Source: an optimization exercise on an open RTL-to-GDS flow (aim: small area). Production flows keep margins and buffers that such runs may drop. The RTL was checked by simulation tests, not by an equivalence proof against the original design. No activity file was given, so power comes from the tool's default toggle rates.

[flow/design.v]
package rhythmPkg;
	localparam int LANE_COUNT = 3;
	localparam int SLOT_COUNT = 5;                   
	localparam int POS_W = 10;                       
	localparam int EXIT_ROW = 490;                   
	localparam int HIT_LOW = 430;
	localparam int HIT_HIGH = 470;
	localparam int NOTE_HALF = 20;
	localparam int BAR_TOP = 410;
	localparam int BAR_BOTTOM = 450;
	localparam logic [LANE_COUNT*POS_W-1:0] LANE_LEFT = {10'd440, 10'd220, 10'd0};
	localparam logic [LANE_COUNT*POS_W-1:0] LANE_RIGHT = {10'd639, 10'd419, 10'd199};
	localparam int SPAWN_INTERVAL_W = 6;             
	localparam int CHART_LEN = 24;
	localparam int CHART_IDX_W = $clog2(CHART_LEN);
	localparam int SCAN_W = 16;
	typedef union packed {
		logic [15:0] count;
		logic [3:0][3:0] digit;                      
	} scoreWord_u;
endpackage
`timescale 1ns/1ps
import rhythmPkg::*;
module noteChart (
	input  logic DIV_CLK,
	input  logic reset,
	input  logic stepEnable,
	output logic [rhythmPkg::LANE_COUNT-1:0] spawnRow
);
	logic [LANE_COUNT-1:0] chartRom [CHART_LEN];
	logic [SPAWN_INTERVAL_W-1:0] spawnCount;
	logic [CHART_IDX_W-1:0] chartIdx;
	initial $readmemb("noteChart.mem", chartRom);  
	assign spawnRow = (stepEnable && spawnCount == '0) ? chartRom[chartIdx] : '0;
	always_ff @(posedge DIV_CLK or posedge reset)
	begin
		if (reset)
		begin
			spawnCount <= '0;
			chartIdx <= '0;
		end
		else if (stepEnable)
		begin
			spawnCount <= spawnCount + 1'b1;
			if (spawnCount == '0)
				chartIdx <= (chartIdx == CHART_IDX_W'(CHART_LEN - 1)) ? '0 : chartIdx + 1'b1;
		end
	end
endmodule
`timescale 1ns/1ps
import rhythmPkg::*;
module laneTracker (
	input  logic DIV_CLK,
	input  logic reset,
	input  logic stepEnable,
	input  logic spawn,
	input  logic button,
	output logic [rhythmPkg::SLOT_COUNT*rhythmPkg::POS_W-1:0] slotPos,
	output logic [rhythmPkg::SLOT_COUNT-1:0] slotActive,
	output logic laneHit
);
	logic [SLOT_COUNT-1:0][POS_W-1:0] pos;
	logic [SLOT_COUNT-1:0] active;
	logic [SLOT_COUNT-1:0] claimSlot;            
	logic [SLOT_COUNT-1:0] inWindow;
	assign slotPos = pos;
	assign slotActive = active;
	assign claimSlot = ~active & (active + 1'b1);
	always_comb
	begin
		for (int i = 0; i < SLOT_COUNT; i++)
			inWindow[i] = active[i] && pos[i] >= HIT_LOW && pos[i] <= HIT_HIGH;
	end
	assign laneHit = stepEnable && button && |inWindow;
	always_ff @(posedge DIV_CLK or posedge reset)
	begin
		if (reset)
		begin
			pos <= '0;
			active <= '0;
		end
		else if (stepEnable)
		begin
			for (int i = 0; i < SLOT_COUNT; i++)
			begin
				if (active[i])
				begin
					if (pos[i] > EXIT_ROW)
					begin
						active[i] <= 1'b0;      
						pos[i] <= '0;
					end
					else
						pos[i] <= pos[i] + 1'b1;
				end
				else if (spawn && claimSlot[i])
					active[i] <= 1'b1;          
			end
		end
	end
endmodule
`timescale 1ns/1ps
import rhythmPkg::*;
module gameControl (
	input  logic DIV_CLK,
	input  logic reset,
	input  logic start,
	input  logic pause,
	input  logic frameTick,
	input  logic [rhythmPkg::LANE_COUNT-1:0] laneHit,
	output logic stepEnable,
	output rhythmPkg::scoreWord_u score
);
	logic playState;                             
	logic [1:0] hitCount;
	assign stepEnable = frameTick && playState && !pause;
	assign hitCount = laneHit[0] + laneHit[1] + laneHit[2];
	always_ff @(posedge DIV_CLK or posedge reset)
	begin
		if (reset)
		begin
			playState <= 1'b0;
			score <= '0;
		end
		else if (!playState)
		begin
			score <= '0;                         
			if (frameTick && start)
				playState <= 1'b1;
		end
		else if (stepEnable)
			score.count <= score.count + hitCount;
	end
endmodule
`timescale 1ns/1ps
import rhythmPkg::*;
module laneRenderer (
	input  logic DIV_CLK,
	input  logic reset,
	input  logic [rhythmPkg::POS_W-1:0] pixelX,
	input  logic [rhythmPkg::POS_W-1:0] pixelY,
	input  logic displayArea,
	input  logic [rhythmPkg::LANE_COUNT-1:0] laneButtons,
	input  logic [rhythmPkg::SLOT_COUNT*rhythmPkg::POS_W-1:0] slotPos0,
	input  logic [rhythmPkg::SLOT_COUNT-1:0] slotActive0,
	input  logic [rhythmPkg::SLOT_COUNT*rhythmPkg::POS_W-1:0] slotPos1,
	input  logic [rhythmPkg::SLOT_COUNT-1:0] slotActive1,
	input  logic [rhythmPkg::SLOT_COUNT*rhythmPkg::POS_W-1:0] slotPos2,
	input  logic [rhythmPkg::SLOT_COUNT-1:0] slotActive2,
	output logic vgaRed,
	output logic vgaGreen,
	output logic vgaBlue
);
	logic [LANE_COUNT-1:0][SLOT_COUNT*POS_W-1:0] lanePos;
	logic [LANE_COUNT-1:0][SLOT_COUNT-1:0] laneActive;
	logic [LANE_COUNT-1:0] noteHit;
	logic [LANE_COUNT-1:0] barHit;
	assign lanePos = {slotPos2, slotPos1, slotPos0};
	assign laneActive = {slotActive2, slotActive1, slotActive0};
	always_comb
	begin
		logic [POS_W-1:0] notePos;
		logic inCols;
		noteHit = '0;
		barHit = '0;
		for (int l = 0; l < LANE_COUNT; l++)
		begin
			inCols = pixelX >= LANE_LEFT[l*POS_W +: POS_W] && pixelX <= LANE_RIGHT[l*POS_W +: POS_W];
			for (int s = 0; s < SLOT_COUNT; s++)
			begin
				notePos = lanePos[l][s*POS_W +: POS_W];
				if (inCols && laneActive[l][s] && pixelY + NOTE_HALF >= notePos
					&& pixelY <= notePos + NOTE_HALF)
					noteHit[l] = 1'b1;
			end
			barHit[l] = inCols && laneButtons[l] && pixelY >= BAR_TOP && pixelY <= BAR_BOTTOM;
		end
	end
	always_ff @(posedge DIV_CLK or posedge reset)
	begin
		if (reset)
		begin
			vgaRed <= 1'b0;
			vgaGreen <= 1'b0;
			vgaBlue <= 1'b0;
		end
		else
		begin
			vgaRed <= displayArea && (noteHit[0] || |barHit);
			vgaGreen <= displayArea && (noteHit[1] || |barHit);
			vgaBlue <= displayArea && (noteHit[2] || |barHit);
		end
	end
endmodule
`timescale 1ns/1ps
import rhythmPkg::*;
module scoreDisplay (
	input  logic DIV_CLK,
	input  logic reset,
	input  rhythmPkg::scoreWord_u score,
	output logic [3:0] anodes,
	output logic [6:0] segments
);
	logic [SCAN_W-1:0] scanCount;
	logic [1:0] digitSel;
	logic [3:0] digit;
	always_ff @(posedge DIV_CLK or posedge reset)
	begin
		if (reset)
			scanCount <= '0;
		else
			scanCount <= scanCount + 1'b1;        
	end
	assign digitSel = scanCount[SCAN_W-1 -: 2];
	assign anodes = ~(4'b0001 << digitSel);      
	assign digit = score.digit[digitSel];
	always_comb
	begin
		case (digit)
			4'h0: segments = 7'b0000001;
			4'h1: segments = 7'b1001111;
			4'h2: segments = 7'b0010010;
			4'h3: segments = 7'b0000110;
			4'h4: segments = 7'b1001100;
			4'h5: segments = 7'b0100100;
			4'h6: segments = 7'b0100000;
			4'h7: segments = 7'b0001111;
			4'h8: segments = 7'b0000000;
			4'h9: segments = 7'b0000100;
			4'hA: segments = 7'b0001000;
			4'hB: segments = 7'b1100000;   
			4'hC: segments = 7'b0110001;
			4'hD: segments = 7'b1000001;   
			4'hE: segments = 7'b0110000;
			default: segments = 7'b0111000;   
		endcase
	end
endmodule
`timescale 1ns/1ps
import rhythmPkg::*;
module rhythmGameTop (
	input  logic DIV_CLK,
	input  logic reset,
	input  logic start,
	input  logic pause,
	input  logic frameTick,
	input  logic [rhythmPkg::LANE_COUNT-1:0] laneButtons,
	input  logic [rhythmPkg::POS_W-1:0] pixelX,
	input  logic [rhythmPkg::POS_W-1:0] pixelY,
	input  logic displayArea,
	output logic vgaRed,
	output logic vgaGreen,
	output logic vgaBlue,
	output logic [3:0] anodes,
	output logic [6:0] segments
);
	logic stepEnable;
	logic [LANE_COUNT-1:0] spawnRow;
	logic [LANE_COUNT-1:0] laneHit;
	rhythmPkg::scoreWord_u score;
	logic [SLOT_COUNT*POS_W-1:0] slotPos0, slotPos1, slotPos2;
	logic [SLOT_COUNT-1:0] slotActive0, slotActive1, slotActive2;
	gameControl gameControl_i (.DIV_CLK, .reset, .start, .pause, .frameTick, .laneHit,
		.stepEnable, .score);
	noteChart noteChart_i (.DIV_CLK, .reset, .stepEnable, .spawnRow);
	laneTracker lane0Tracker (.DIV_CLK, .reset, .stepEnable, .spawn(spawnRow[0]),
		.button(laneButtons[0]), .slotPos(slotPos0), .slotActive(slotActive0),
		.laneHit(laneHit[0]));
	laneTracker lane1Tracker (.DIV_CLK, .reset, .stepEnable, .spawn(spawnRow[1]),
		.button(laneButtons[1]), .slotPos(slotPos1), .slotActive(slotActive1),
		.laneHit(laneHit[1]));
	laneTracker lane2Tracker (.DIV_CLK, .reset, .stepEnable, .spawn(spawnRow[2]),
		.button(laneButtons[2]), .slotPos(slotPos2), .slotActive(slotActive2),
		.laneHit(laneHit[2]));
	laneRenderer laneRenderer_i (.DIV_CLK, .reset, .pixelX, .pixelY, .displayArea,
		.laneButtons, .slotPos0, .slotActive0, .slotPos1, .slotActive1, .slotPos2,
		.slotActive2, .vgaRed, .vgaGreen, .vgaBlue);
	scoreDisplay scoreDisplay_i (.DIV_CLK, .reset, .score, .anodes, .segments);
endmodule
[flow/noteChart.mem]
// one chart row per line, read with $readmemb
// columns from the left: lane 2 (blue), lane 1 (green), lane 0 (red)
001
010
100
011
000
111
101
001
110
001
001
001
010
100
000
111
011
110
101
000
010
001
100
111

[flow/run.sh]
#!/bin/bash
# synth_recipe.tcl (not shown) runs the flow's synth.tcl, then flattens the netlist and writes it again
# the make line also repeats each setting of config.mk as NAME=value (left out here)
make -C /OpenROAD-flow-scripts/flow DESIGN_CONFIG=/design/flow/config.mk WORK_HOME=/design/flow/orfs CLKGATE_MAP_FILE= SYNTH_SCRIPT=/design/flow/synth_recipe.tcl finish
[flow/config.mk]
export PLATFORM = sky130hd
export DESIGN_NAME = rhythmGameTop
export DESIGN_NICKNAME = rhythmGameTop
export VERILOG_FILES = /design/flow/design.v
export SDC_FILE = /design/flow/constraint.sdc
export NUM_CORES = 4
export LEC_CHECK = 0
export CAP_MARGIN = 20
export CORE_MARGIN = 2
export CORE_UTILIZATION = 40
export SLEW_MARGIN = 20
[flow/constraint.sdc]
create_clock -name core_clock -period 7.0 [get_ports {DIV_CLK}]
set_input_delay 1.4000 -clock core_clock [delete_from_list [all_inputs] [get_ports {DIV_CLK}]]
set_output_delay 1.4000 -clock core_clock [all_outputs]
set_load 0.01 [all_outputs]
==> summary.txt <==
metrics by stage:
stage	instance area (um2)	worst slack [ps]
2_1_floorplan	20300	2540
3_3_place_gp	21500	1860
3_5_place_dp	21500	1780
4_1_cts	22600	2390
5_1_grt	22600	2150
6_report	22600	2350
worst paths after layout:
kind	start	to	slack, ps	cells past startpoint
setup reg to reg	lane2Tracker.pos[2]$_DFFE_PP0P_	gameControl_i.score[14]$_DFFE_PP0P_	2520	16
hold reg to reg	scoreDisplay_i.scanCount[6]$_DFF_PP0_	scoreDisplay_i.scanCount[6]$_DFF_PP0_	470	1
hold / removal	scoreDisplay_i.scanCount[6]$_DFF_PP0_	scoreDisplay_i.scanCount[6]$_DFF_PP0_	470	1
min in group asynchronous	reset	scoreDisplay_i.scanCount[0]$_DFF_PP0_	1220	2
setup / recovery	pixelY[4]	laneRenderer_i.vgaGreen$_DFF_PP0_	2350	13
max in group asynchronous	reset	lane1Tracker.pos[28]$_DFFE_PP0P_	4490	3
area by class of cell:
type / instances / share of cell area
flip-flops and latches: 212 / 0.235
inverters: 176 / 0.0295
well taps: 672 / 0.0373
repair buffers: 67 / 0.0273
clock inverters: 16 / 0.0109
clock buffers: 35 / 0.0341
multi-input cells: 1956 / 0.626
worst max-delay path, delay by kind of cell:
family,cells,cell delay (ps)
buffers and inverters,3,1410
and+or+nand+nor,2,190
adders and majority gates,1,290
AOI/OAI and AO/OA,6,1270
xor gates and xnor gates,1,500
logic make-up after synthesis:
group,Yosys count,synth area share
simple gates,749,0.177
compound gates,642,0.200
fa+ha+maj,366,0.226
buf+inv,243,0.0470
flops,212,0.261
xor+xnor,187,0.0806
mux,12,0.00856
per-layer routing:
metal,global-route usage,vias up,share of wire
met2,0.349,492,0.44
met1,0.295,8672,0.46
met5,0,-,0
met3,0.0365,156,0.060
li1,-,8792,-
met4,0.0850,0,0.041
synth_stat cells, types with 18 or more instances:
library cell,instances
sky130_fd_sc_hd__a21o_1,26
sky130_fd_sc_hd__and2_1,22
sky130_fd_sc_hd__o31ai_1,33
sky130_fd_sc_hd__nor2b_1,39
sky130_fd_sc_hd__clkbuf_1,49
sky130_fd_sc_hd__nor3_1,54
sky130_fd_sc_hd__a31oi_1,26
sky130_fd_sc_hd__nor2_1,220
sky130_fd_sc_hd__a21oi_1,158
sky130_fd_sc_hd__xnor2_1,163
sky130_fd_sc_hd__nand4_1,71
sky130_fd_sc_hd__o21ai_0,184
sky130_fd_sc_hd__xor2_1,24
sky130_fd_sc_hd__o21a_1,18
sky130_fd_sc_hd__dfrtp_1,212
sky130_fd_sc_hd__inv_1,171
sky130_fd_sc_hd__a211oi_1,40
sky130_fd_sc_hd__nand2b_1,21
sky130_fd_sc_hd__nand3_1,72
sky130_fd_sc_hd__nand2_1,177
sky130_fd_sc_hd__ha_1,364
state kept, by name (all words and copies together) (netlist names):
signal                    count
lane2Tracker.active           5
lane1Tracker.pos             50
noteChart_i.spawnCount        6
laneRenderer_i.vgaBlue        1
scoreDisplay_i.scanCount     16
gameControl_i.score          16
noteChart_i.chartIdx          5
laneRenderer_i.vgaGreen       1
gameControl_i.playState       1
lane2Tracker.pos             50
laneRenderer_i.vgaRed         1
lane0Tracker.pos             50
lane1Tracker.active           5
lane0Tracker.active           5
power breakdown:
part | switching (uW) | leakage [uW] | total [uW] | internal [uW]
logic | 673 | 0.00666 | 1170 | 499
clock network | 596 | 0.000490 | 1590 | 996
registers | 192 | 0.00261 | 1520 | 1330
==> flow_summary_export.csv <==
group,metric,value,unit
synthesis,post_synth_instance_area,0.0203,mm2
min_path,worstHoldPathType,"reg -> reg",
finish,total_area_of_multi_input_combinational_cells,0.0141,mm2
global_routing,grt_pass1_wl,94.2,mm
routing,drt_pre_antenna_iters,5,
floorplan,fp.coreArea,0.0502,mm2
placed_design,place.detailed.instances,3083,
cts,cts-hold-fix-buffers,0,
synthesis,synth_sequential_area_ratio,0.261,
run_status,status,"no timing/DRC/antenna violations",
placed_design,placement.io_buffers,40,
setup_path,critPathMaxFanout,20,
cts,cts_tree,"done",
synthesis,yosys.area.top_type,"sky130_fd_sc_hd__dfrtp_1",
finish,post_route_cells_drive_above_1_share,0.0491,
timing,worst_slew_pin_slew,920,ps
finish,sequential_cell_area,0.00531,mm2
power,static-leakage-power,0.00976,uW
finish,layout_common_cells,"sky130_fd_sc_hd__ha_1, sky130_fd_sc_hd__nor2_1, sky130_fd_sc_hd__dfrtp_1",
timing,worst_hold_check_slack,469,ps
timing,period_share,0.664,
timing,finalSetupViolCount,0,
setup_path,cp_arrival,5110,ps
synthesis,yosys_warnings,5,
cts,cts.repair_timing.setup_buffer_count,0,
power,power.density_cell_area,190,mW/mm2
placed_design,finalWeightedCongestion,0.901,
cts,clock_sinks,212,
job,max-cap-violations,0,
floorplan,die_area,0.0526,mm2
routing,viasPerCell,5.78,
setup_path,critical_path_class,"in -> reg",
synthesis,top_area_cell_type_share_of_the_netlist_area,0.261,
timing,post_layout_min_period,4650,ps
synthesis,synth_area_leaders,"sky130_fd_sc_hd__dfrtp_1, sky130_fd_sc_hd__ha_1, sky130_fd_sc_hd__xnor2_1",
cts,clk-insertion-delay-late,590,ps
timing,fmax,0.215,GHz
synthesis,postSynth.asyncResetShare,1.00,
timing,tns,0,ps
synthesis,postSynthCellCount,2411,
routing,dr_total_vias,18100,
synthesis,net_count_after_synthesis,2806,
global_routing,grt_max_degree,122,
finish,layout.filler_cells,4914,
cts,clockBufferDepth,3,
finish,area.growth.synth_to_final,10.9,%
setup_path,worstSetupStartpointType,"primary input",
power,finalPower,4280,uW
setup_path,critical-path-top-cell-by-count,"sky130_fd_sc_hd__buf_4",
timing,finalHoldViolCount,0,
floorplan,floorplan.die.height,229,um
global_routing,first_global_vias,17800,
finish,finish.cell_count_without_fillers,3134,
floorplan,ioPinCount,43,
setup_path,slowest_delay,600,ps
timing,grt_setup_unrepaired,"false",
routing,remaining_antenna_violation_count_after_routing,0,
cts,cts.repair.resized,0,
setup_path,setup.worst_path.end_class,"register",
synthesis,synth_edf_count,0,
finish,final_net_count,2837,
cts,worst_setup_hold_path_clk_slew,60,ps
cts,cts-root-buf,"sky130_fd_sc_hd__clkbuf_16",
floorplan,rows,82,
cts,clock_tree.htree_level_count,1,
setup_path,critical_path_required,7460,ps
cts,tritoncts.num_buffers,29,
placed_design,dp.final_hpwl,41.3,mm
global_routing,grt.total_usage,0.219,
synthesis,synth_top_flop_cell,"sky130_fd_sc_hd__dfrtp_1",
routing,drt_iter0_drc,1320,
power,vdd_ir_drop_max,0.000156,V
floorplan,starting_density,0.405,
synthesis,number_of_register_bits_inferred_by_synthesis,212,
finish,mostFrequentLayoutCell,"sky130_fd_sc_hd__ha_1",
synthesis,netlist-cell-type-count,78,
finish,count_of_inserted_antenna_diode_cells,0,
timing,max_slew_headroom,0.386,
routing,remaining_drc_errors,0,
setup_path,cpMaxStageDelayCell,"sky130_fd_sc_hd__clkdlybuf4s50_1",
finish,utilization,0.449,
global_routing,grt_overflow,0,
global_routing,grt_antenna_before_repair,0,
synthesis,syn_area_per_cell,8.43,um2
routing,postRouteWirelength,57.9,mm
routing,wire_per_inst,18.5,um
floorplan,floorplan.die.width,229,um
setup_path,critical_path.cell_chain,"clkdlybuf4s50_1 > buf_4 > o211a_1 > nand2_1 > xnor2_2 > buf_4 > ha_1 > a21o_1 > a211o_1 > a22oi_1 > o32ai_1 > o311ai_1 > nand3_1",
timing,drv_slew,0,
timing,clock_tree_skew_after_final_layout,24.1,ps

re-timing with driven ports:
In the flow no input, the clock included, has a driving cell. The finished layout below was timed again as built, in two steps.
Step 1 (the two cells are an assumption about what drives the block):
set clk [get_ports {DIV_CLK}]
set_driving_cell -lib_cell sky130_fd_sc_hd__clkbuf_16 $clk
set_driving_cell -lib_cell sky130_fd_sc_hd__buf_2 [delete_from_list [all_inputs] $clk]
Step 2 adds t to the input delays and takes it off the output delays; t is the mean of the earliest and latest rising clock arrival at the registers after step 1. Input paths then give back, and output paths get back, about the clock's delay inside the block.
a / b / c = ideal / step 1 / step 2; a / b = the first two.
shift t [ns]: 0.633
setup slack, ns: 2.351 / 2.377 / 1.744
slew at the worst register clock pin (ns): 0.06 / 0.06
cell pins on the clock port's net: 1
After both steps this run still meets setup and hold. For this run, drivers alone change the setup slack by +0.026 ns; drivers and shift together by -0.607 ns.
